This is an optimization exercise on Yosys and OpenROAD, whose aim is small area, not a production implementation.
In this exercise RTL edits were held to simulation tests only and were not proved equivalent to the original.
Power and IR drop assume default switching activity.

==> 01-17: inputs <==
==> flow/design.v <==
`timescale 1ns/1ps
`default_nettype none
package core_isa_pkg;
	typedef logic [32-1:0]      word_t;      
	typedef logic [4-1:0] reg_idx_t;   
	typedef logic [5-1:0]   shamt_t;     
	typedef enum logic [2:0] {
		ALU_ADD = 3'd0,   
		ALU_SUB = 3'd1,   
		ALU_RSB = 3'd2,   
		ALU_AND = 3'd3,
		ALU_ORR = 3'd4,
		ALU_EOR = 3'd5,
		ALU_MOV = 3'd6,   
		ALU_MVN = 3'd7    
	} alu_op_e;
	typedef enum logic [1:0] {
		OPND_REG_SHIFT = 2'd0,   
		OPND_IMM8_S    = 2'd1,
		OPND_IMM12_U   = 2'd2,
		OPND_ZERO      = 2'd3    
	} opnd_kind_e;
	typedef struct packed {
		alu_op_e    op;      
		opnd_kind_e kind;    
		logic [6:0] rsvd;    
		reg_idx_t   rn;      
		reg_idx_t   rd;      
		logic [12-1:0] imm12;   
	} instr_t;
endpackage
`default_nettype wire
`timescale 1ns/1ps
`default_nettype none
package core_pipe_pkg;
	typedef struct packed {
		logic       valid;   
		logic [2:0]                op;      
		logic [1:0]                kind;    
		logic [5-1:0]  shamt;
		logic [4-1:0] rd;
	} issue_ctl_t;
	typedef struct packed {
		logic     valid;
		logic [4-1:0] rd;
	} dst_tag_t;
	typedef struct packed {
		logic [4-1:0] rd;
		logic [32-1:0]    value;
	} retire_t;
endpackage
`default_nettype wire
`timescale 1ns/1ps
`default_nettype none
module core_top (
	input  logic        clk,
	input  logic        reset,
	input  logic        instr_valid,
	output logic        instr_ready,
	input  logic [31:0] instr,
	output logic        retire_valid,
	input  logic        retire_ready,
	output logic [35:0] retire
);
	logic [4:0]  t;          
	logic        clr;        
	logic        f;          
	logic        busy2;      
	logic        rv;         
	logic        cy;         
	logic [2:0]  op_s;
	logic [3:0]  rn_s;
	logic [3:0]  rd_s;
	logic [4:0]  sh_s;
	logic [31:0] s;
	logic [31:0] ring [16];
	wire [1:0] kind = instr[28:27];
	wire       k0   = (kind == 2'd0);
	wire [4:0] sh_p = k0 ? instr[11:7] : 5'd0;
	wire [3:0] sel = busy2 ? rn_s : instr[3:0];
	wire       tap = ring[sel][0] & ~clr;
	logic imm_bit;
	always_comb begin
		case (kind)
			2'd1:    imm_bit = (t < 5'd8)  ? instr[t[2:0]] : instr[7];
			2'd2:    imm_bit = (t < 5'd12) ? instr[t[3:0]] : 1'b0;
			default: imm_bit = 1'b0;
		endcase
	end
	function automatic logic cout5(input logic [4:0] x, input logic [4:0] y, input logic ci);
		cout5 = ci;
		for (int i = 0; i < 5; i++)
			cout5 = (x[i] & y[i]) | ((x[i] | y[i]) & cout5);
	endfunction
	wire p1_en = !cout5(t, sh_p, 1'b0);
	wire s_in1 = k0 ? tap : imm_bit;
	wire a    = tap;
	wire b    = cout5(t, ~sh_s, 1'b1) & s[0];
	wire x    = a ^ (op_s == 3'd2);
	wire y    = b ^ (op_s == 3'd1);
	wire ci   = (t == 5'd0) ? (op_s == 3'd1 || op_s == 3'd2) : cy;
	wire sum  = x ^ y ^ ci;
	wire co   = (x & y) | (ci & (x ^ y));
	logic r;
	always_comb begin
		case (op_s)
			3'd0, 3'd1, 3'd2: r = sum;
			3'd3:    r = a & b;
			3'd4:    r = a | b;
			3'd5:    r = a ^ b;
			3'd6:    r = b;
			default: r = ~b;
		endcase
	end
	wire last   = (t == 5'd31);
	wire accept = instr_valid && instr_ready;
	assign instr_ready  = f && last;
	assign retire_valid = rv;
	assign retire       = {rd_s, s};
	always_ff @(posedge clk or posedge reset) begin
		if (reset) begin
			t     <= 5'd0;
			clr   <= 1'b1;
			busy2 <= 1'b0;
			rv    <= 1'b0;
		end else begin
			t <= t + 5'd1;
			if (last) begin
				clr   <= 1'b0;
				busy2 <= accept;
			end
			if (busy2 && last)
				rv <= 1'b1;
			else if (retire_ready)
				rv <= 1'b0;
		end
	end
	always_ff @(posedge clk) begin
		cy <= co;
		if (t == 5'd0)
			f <= instr_valid && !busy2 && (!rv || retire_ready);
		if (accept) begin
			op_s <= instr[31:29];
			rn_s <= instr[19:16];
			rd_s <= instr[15:12];
			sh_s <= sh_p;
		end
		if (busy2)
			s <= {r, s[31:1]};
		else if ((!rv || retire_ready) && p1_en)
			s <= {s_in1, s[31:1]};
	end
	wire wbit = r & ~clr;
	for (genvar k = 0; k < 16; k++) begin : g_ring
		wire we = clr || (busy2 && (rd_s == k));
		always_ff @(posedge clk)
			ring[k] <= {we ? wbit : ring[k][0], ring[k][31:1]};
	end
endmodule
`default_nettype wire
==> flow/flow/run.sh <==
#!/bin/bash
set -euo pipefail
export BUFFER_PORTS_ARGS="-buffer_cell sky130_fd_sc_hd__buf_1"
export CTS_ARGS="-sink_clustering_enable -repair_clock_nets -dont_use_dummy_load -buf_list sky130_fd_sc_hd__clkbuf_8 -sink_buffer_max_cap_derate 1.0 -sink_clustering_size 20 -sink_clustering_max_diameter 100"
bash standard.sh > standard_flow.log 2>&1
==> flow/standard.sh <==
#!/bin/bash
# synth_recipe.tcl (not shown) runs the flow's synth.tcl, then flattens the netlist and writes it again
# the make line also repeats each setting of config.mk as NAME=value (left out here)
make -C /OpenROAD-flow-scripts/flow DESIGN_CONFIG=/design/flow/config.mk WORK_HOME=/design/flow/orfs CLKGATE_MAP_FILE= SYNTH_SCRIPT=/design/flow/synth_recipe.tcl "${@:-finish}"
==> flow/config.mk <==
export PLATFORM = sky130hd
export DESIGN_NAME = core_top
export DESIGN_NICKNAME = core_top
export VERILOG_FILES = /design/flow/design.v
export SDC_FILE = /design/flow/constraint.sdc
export NUM_CORES = 4
export LEC_CHECK = 0
export CAP_MARGIN = 20
export CORE_MARGIN = 2
export CORE_UTILIZATION = 70
export SLEW_MARGIN = 20
==> flow/constraint.sdc <==
create_clock -name core_clock -period 5.5 [get_ports {clk}]
set_input_delay 1.1000 -clock core_clock [delete_from_list [all_inputs] [get_ports {clk}]]
set_output_delay 1.1000 -clock core_clock [all_outputs]
set_load 0.01 [all_outputs]
==> inputs of 01-20, as changes to 01-17 <==
--- a/flow/design.v
+++ b/flow/design.v
@@ -88,13 +88,8 @@
 		endcase
 	end
-	function automatic logic cout5(input logic [4:0] x, input logic [4:0] y, input logic ci);
-		cout5 = ci;
-		for (int i = 0; i < 5; i++)
-			cout5 = (x[i] & y[i]) | ((x[i] | y[i]) & cout5);
-	endfunction
-	wire p1_en = !cout5(t, sh_p, 1'b0);
+	wire p1_en = ({1'b0, t} + {1'b0, sh_p}) <= 6'd31;
 	wire s_in1 = k0 ? tap : imm_bit;
 	wire a    = tap;
-	wire b    = cout5(t, ~sh_s, 1'b1) & s[0];
+	wire b    = (t < sh_s) ? 1'b0 : s[0];
 	wire x    = a ^ (op_s == 3'd2);
 	wire y    = b ^ (op_s == 3'd1);
@@ -151,9 +146,8 @@
 			s <= {s_in1, s[31:1]};
 	end
-	wire wbit = r & ~clr;
 	for (genvar k = 0; k < 16; k++) begin : g_ring
-		wire we = clr || (busy2 && (rd_s == k));
+		wire we = busy2 && (rd_s == k);
 		always_ff @(posedge clk)
-			ring[k] <= {we ? wbit : ring[k][0], ring[k][31:1]};
+			ring[k] <= {clr ? 1'b0 : (we ? r : ring[k][0]), ring[k][31:1]};
 	end
 endmodule
==> flow/run.sh (new file) <==
#!/bin/bash
# synth_recipe.tcl (not shown) runs the flow's synth.tcl, then flattens the netlist and writes it again
# the make line also repeats each setting of config.mk as NAME=value (left out here)
make -C /OpenROAD-flow-scripts/flow DESIGN_CONFIG=/design/flow/config.mk WORK_HOME=/design/flow/orfs CLKGATE_MAP_FILE= SYNTH_SCRIPT=/design/flow/synth_recipe.tcl finish
CORE_UTILIZATION = 40   (was 70)
removed: flow/flow/run.sh
removed: flow/standard.sh
==> notes <==
- Against 01-17, the hold slack of 01-20 is better by 0.037 ns.
- In 01-20 the first-iteration DRC count is smaller than in 01-17, by about 27%.
- Sequential share of layout area: 01-17 is higher than 01-20 (10 points).
- In 01-20 the combinational power is larger than in 01-17, by 68%.
- 01-17 finished with timing, DRC and antenna clean. 01-20 finished clean.
- In sequential power, 01-20 and 01-17 hardly differ.
- Between 01-20 and 01-17, the lower count of clock-buffer cells in the layout is in 01-17 (gap 39).
- Of 01-20 and 01-17, 01-20 has the higher via count (gap about 3.6%, measured against 01-17).

## static timing again, ports no longer ideal
How much do the figures lean on ideal ports? The routed layouts below were timed once more, with nothing changed but the port constraints.
Step 1 (the two cells are an assumption about what drives the block):
set clk [get_ports {clk}]
set_driving_cell -lib_cell sky130_fd_sc_hd__clkbuf_16 $clk
set_driving_cell -lib_cell sky130_fd_sc_hd__buf_2 [delete_from_list [all_inputs] $clk]
Step 2 adds t to the input delays and takes it off the output delays; t is the mean of the earliest and latest rising clock arrival at the registers after step 1. Input paths then give back, and output paths get back, about the clock's delay inside the block.
a / b / c = ideal ports / drivers / drivers and shift; a / b = the first two.
run | shift t [ns] | setup slack, ns | slew at the worst register clock pin (ns) | worst slew at a driven data input, ns | cell pins on the clock port's net
01-17 | 0.565 | 1.088 / 1.088 / 0.771 | 0.12 / 0.12 | 0.04 | 1
01-20 | 0.583 | 1.076 / 1.097 / 0.514 | 0.06 / 0.06 | 0.06 | 1
After both steps every run listed still meets setup and hold. For 01-20, which loses most, drivers alone change the setup slack by +0.021 ns; drivers and shift together by -0.562 ns.
